Source: an optimization exercise on an open RTL-to-GDS flow (aim: small area, a short achievable clock period and few clock cycles per item). Production flows keep margins and buffers that such runs may drop. In this exercise RTL edits were held to simulation tests only and were not proved equivalent to the original. Power and IR drop assume default switching activity.

the reference run:
// tc_dot_product
module tc_dot_product #(
    parameter int shape_k    = SHAPE_K_DEF,
    parameter int in_width   = IN_WIDTH_DEF,
    parameter int depth_warp = DEPTH_WARP_DEF,
    parameter int fifo_depth = FIFO_DEPTH_DEF
) (
    input  logic                          clk,
    input  logic                          reset_i,
    input  logic [shape_k*in_width-1:0]   a_i,
    input  logic [shape_k*in_width-1:0]   b_i,
    input  logic [C_WIDTH-1:0]            c_i,
    input  tc_pkg::tc_op_e                        op_i,
    input  logic [IDXW_WIDTH-1:0]         ctrl_reg_idxw_i,
    input  logic [depth_warp-1:0]         ctrl_warpid_i,
    input  logic                          in_valid_i,
    input  logic                          out_ready_i,
    output logic                          in_ready_o,
    output logic                          out_valid_o,
    output logic [C_WIDTH-1:0]            result_o,
    output logic                          ovf_o,
    output logic [IDXW_WIDTH-1:0]         ctrl_reg_idxw_o,
    output logic [depth_warp-1:0]         ctrl_warpid_o
);
For scale: roughly 1800 cells after synthesis, roughly 190 I/O pins, about 24000 um^2 of cells after synthesis.
==> flow/config.mk <==
export PLATFORM = sky130hd
export DESIGN_NAME = tc_dot_product
export DESIGN_NICKNAME = tc_dot_product
export VERILOG_FILES = /design/flow/design.v
export SDC_FILE = /design/flow/constraint.sdc
export NUM_CORES = 4
export LEC_CHECK = 0
export CAP_MARGIN = 20
export CORE_MARGIN = 2
export CORE_UTILIZATION = 40
export SETUP_SLACK_MARGIN = 2.6
export SLEW_MARGIN = 20
export SYNTH_HIERARCHICAL = 1
export SYNTH_MINIMUM_KEEP_SIZE = 0
==> flow/constraint.sdc <==
create_clock -name core_clock -period 5.5 [get_ports {clk}]
set_input_delay 1.1000 -clock core_clock [delete_from_list [all_inputs] [get_ports {clk}]]
set_output_delay 1.1000 -clock core_clock [all_outputs]
set_load 0.01 [all_outputs]
standard.sh (not shown) runs the stock make flow with config.mk's settings and CLKGATE_MAP_FILE= SYNTH_SCRIPT=/design/flow/synth_recipe.tcl, a recipe that flattens the netlist after the stock synthesis.
==> flow/flow/run.sh <==
#!/bin/bash
# Layout flow: the standard flow unchanged, except that the port buffers
# are sky130_fd_sc_hd__buf_1 instead of the default delay-style buffer.
export BUFFER_PORTS_ARGS="-buffer_cell sky130_fd_sc_hd__buf_1"
bash standard.sh > standard.log 2>&1
Testbench counts of the reference run, summed over its fixed seeds: cycles 3,224, items 3,200.
Edits applied to the flow inputs when going from the reference run to the trial run:
Settings: TNS_END_PERCENT now 3, previously not set.
==> flow/flow/run.sh <==
#!/bin/bash
# Layout flow: the standard flow unchanged, except that the port buffers
# are sky130_fd_sc_hd__buf_2 instead of the default delay-style buffer.
export BUFFER_PORTS_ARGS="-buffer_cell sky130_fd_sc_hd__buf_2"
bash standard.sh > standard.log 2>&1
### Flow results
The trial run vs the reference run: met3 track demand over resource in global routing up in the trial run
As of the trial run, achievable frequency had risen slightly compared to the reference run.
Per the comparison of the trial run with the reference run, instance area at placement -1.9%; fraction of power consumed by combinational cells went down; worst setup slack rose by 0.047 ns; wire length of the first global-routing pass about even.
Row met2 global-route usage: the trial run higher / the reference run lower
Comparing the trial run with the reference run, the fraction of cell area in non-clock buffers came out essentially unchanged.
Between the reference run and the trial run, share of cells above drive strength 1 decreased.

nickel:
Starting RTL as in the previous note.
==> flow/design.v (excerpt) <==
module tc_dot_product #(
    parameter int shape_k    = SHAPE_K_DEF,
    parameter int in_width   = IN_WIDTH_DEF,
    parameter int depth_warp = DEPTH_WARP_DEF,
    parameter int fifo_depth = FIFO_DEPTH_DEF
) (
    input  logic                          clk,
    input  logic                          reset_i,
    input  logic [shape_k*in_width-1:0]   a_i,
    input  logic [shape_k*in_width-1:0]   b_i,
    input  logic [C_WIDTH-1:0]            c_i,
    input  tc_pkg::tc_op_e                        op_i,
    input  logic [IDXW_WIDTH-1:0]         ctrl_reg_idxw_i,
    input  logic [depth_warp-1:0]         ctrl_warpid_i,
    input  logic                          in_valid_i,
    input  logic                          out_ready_i,
    output logic                          in_ready_o,
    output logic                          out_valid_o,
    output logic [C_WIDTH-1:0]            result_o,
    output logic                          ovf_o,
    output logic [IDXW_WIDTH-1:0]         ctrl_reg_idxw_o,
    output logic [depth_warp-1:0]         ctrl_warpid_o
);
    localparam int S = 3;    
    logic sgn, uns;
    assign sgn = (op_i == OP_SIGNED);
    assign uns = !sgn;
    logic         adv;
    logic [S-1:0] vld_q;
    assign adv         = !vld_q[S-1] || out_ready_i;
    assign in_ready_o  = adv;
    assign out_valid_o = vld_q[S-1];
    always_ff @(posedge clk) begin
        if (reset_i) begin
            vld_q <= '0;
        end else if (adv) begin
            vld_q <= {vld_q[S-2:0], in_valid_i};
        end
    end
  ...
==> flow/config.mk <==
export PLATFORM = sky130hd
export DESIGN_NAME = tc_dot_product
export DESIGN_NICKNAME = tc_dot_product
export VERILOG_FILES = /design/flow/design.v
export SDC_FILE = /design/flow/constraint.sdc
export NUM_CORES = 4
export LEC_CHECK = 0
export CAP_MARGIN = 20
export CORE_MARGIN = 2
export CORE_UTILIZATION = 40
export CTS_BUF_LIST = sky130_fd_sc_hd__clkbuf_4 sky130_fd_sc_hd__clkbuf_8
export SETUP_SLACK_MARGIN = 2.6
export SLEW_MARGIN = 20
export SYNTH_HIERARCHICAL = 1
export SYNTH_MINIMUM_KEEP_SIZE = 0
==> flow/constraint.sdc <==
create_clock -name core_clock -period 5.5 [get_ports {clk}]
set_input_delay 1.1000 -clock core_clock [delete_from_list [all_inputs] [get_ports {clk}]]
set_output_delay 1.1000 -clock core_clock [all_outputs]
set_load 0.01 [all_outputs]
==> flow/flow/run.sh <==
#!/bin/bash
# Layout flow: the standard flow unchanged, except that the port buffers
# are sky130_fd_sc_hd__buf_2 instead of the default delay-style buffer.
export BUFFER_PORTS_ARGS="-buffer_cell sky130_fd_sc_hd__buf_2"
bash standard.sh > standard.log 2>&1
nickel finished all stages; the layout is clean.
Testbench counts of nickel, summed over its fixed seeds: cycles 3,224, items 3,200.
--- input diff nickel..delta ---
- CTS_BUF_LIST no longer set, was sky130_fd_sc_hd__clkbuf_4 sky130_fd_sc_hd__clkbuf_8
### Flow results
Sequential share of layout area across nickel and delta: no real change. | power | delta vs nickel | ≈ equal |. Having completed the whole flow, nickel delivered a layout that passed the timing, DRC and antenna checks. delta: done, clean on timing, DRC and antenna. [compare] base=nickel new=delta: total vias in the final route saw a decrease; total detailed-routing wirelength saw a decrease.

Another version of the RTL of tc_dot_product (not shown whole).
Size in the first run: about 1,800 cells after synthesis.
Settings: LEC_CHECK=0, CAP_MARGIN=20, CORE_MARGIN=2, CORE_UTILIZATION=40, SETUP_SLACK_MARGIN=2.7, SLEW_MARGIN=20, SYNTH_HIERARCHICAL=1, SYNTH_MINIMUM_KEEP_SIZE=0, TNS_END_PERCENT=10; clock period 5.5 ns.
Scripts as last shown in full above: flow/flow/run.sh
The first run completed without violations.
Testbench counts at the start, summed over its fixed seeds: cycles 3,224, items 3,200.
Next try:
Settings changed: CTS_CLUSTER_DIAMETER set to 100, CTS_CLUSTER_SIZE set to 30, SETUP_SLACK_MARGIN 2.7 to 2.6.
Result:
- final area fell by 2.7%
- clock skew rose by 12 ps
- global-route usage fell by 0.44 points
- total power fell by 8.3%
- die area stays the same
Next try:
Settings changed: CTS_CLUSTER_DIAMETER 100 to 60.
Result: Design area increases by about 2.6%. Routed wire length increases by 0.95%. Die area does not change. Total power increases by about 5.5%.

re-timing with driven ports:
How much do the figures lean on ideal ports? The routed layouts below were timed once more, with nothing changed but the port constraints.
Step 1 (the two cells are an assumption about what drives the block):
set clk [get_ports {clk}]
set_driving_cell -lib_cell sky130_fd_sc_hd__clkbuf_16 $clk
set_driving_cell -lib_cell sky130_fd_sc_hd__buf_2 [delete_from_list [all_inputs] $clk]
Step 2 also shifts input and output timing later by t, the mid clock arrival at the registers, as if the neighbouring blocks saw the same clock.
a / b / c = ideal ports / drivers / drivers and shift; a / b = the first two.
| run | shift t [ns] | slack for setup (ns) | latest minus earliest clock arrival (ns) | pins driven straight from the clock port |
|---|---|---|---|---|
| the reference run | 0.601 | 2.445 / 2.445 / 2.062 | 0.035 / 0.035 | 1 |
| the trial run | 0.584 | 2.492 / 2.492 / 2.046 | 0.021 / 0.020 | 1 |
| nickel | 0.708 | 2.459 / 2.459 / 2.055 | 0.042 / 0.042 | 1 |
| delta | 0.589 | 2.475 / 2.475 / 2.068 | 0.024 / 0.025 | 1 |
| the first run of note 3 | 0.605 | 2.578 / 2.596 / 2.001 | 0.029 / 0.029 | 1 |
| the second run of note 3 | 0.601 | 2.590 / 2.605 / 2.013 | 0.040 / 0.040 | 1 |
| the third run of note 3 | 0.620 | 2.595 / 2.595 / 2.004 | 0.030 / 0.030 | 1 |
After both steps setup and hold are still met in every run listed. The setup slack of the third run of note 3, which loses most, moves by 0.000 ns with the drivers and by -0.591 ns with both steps.
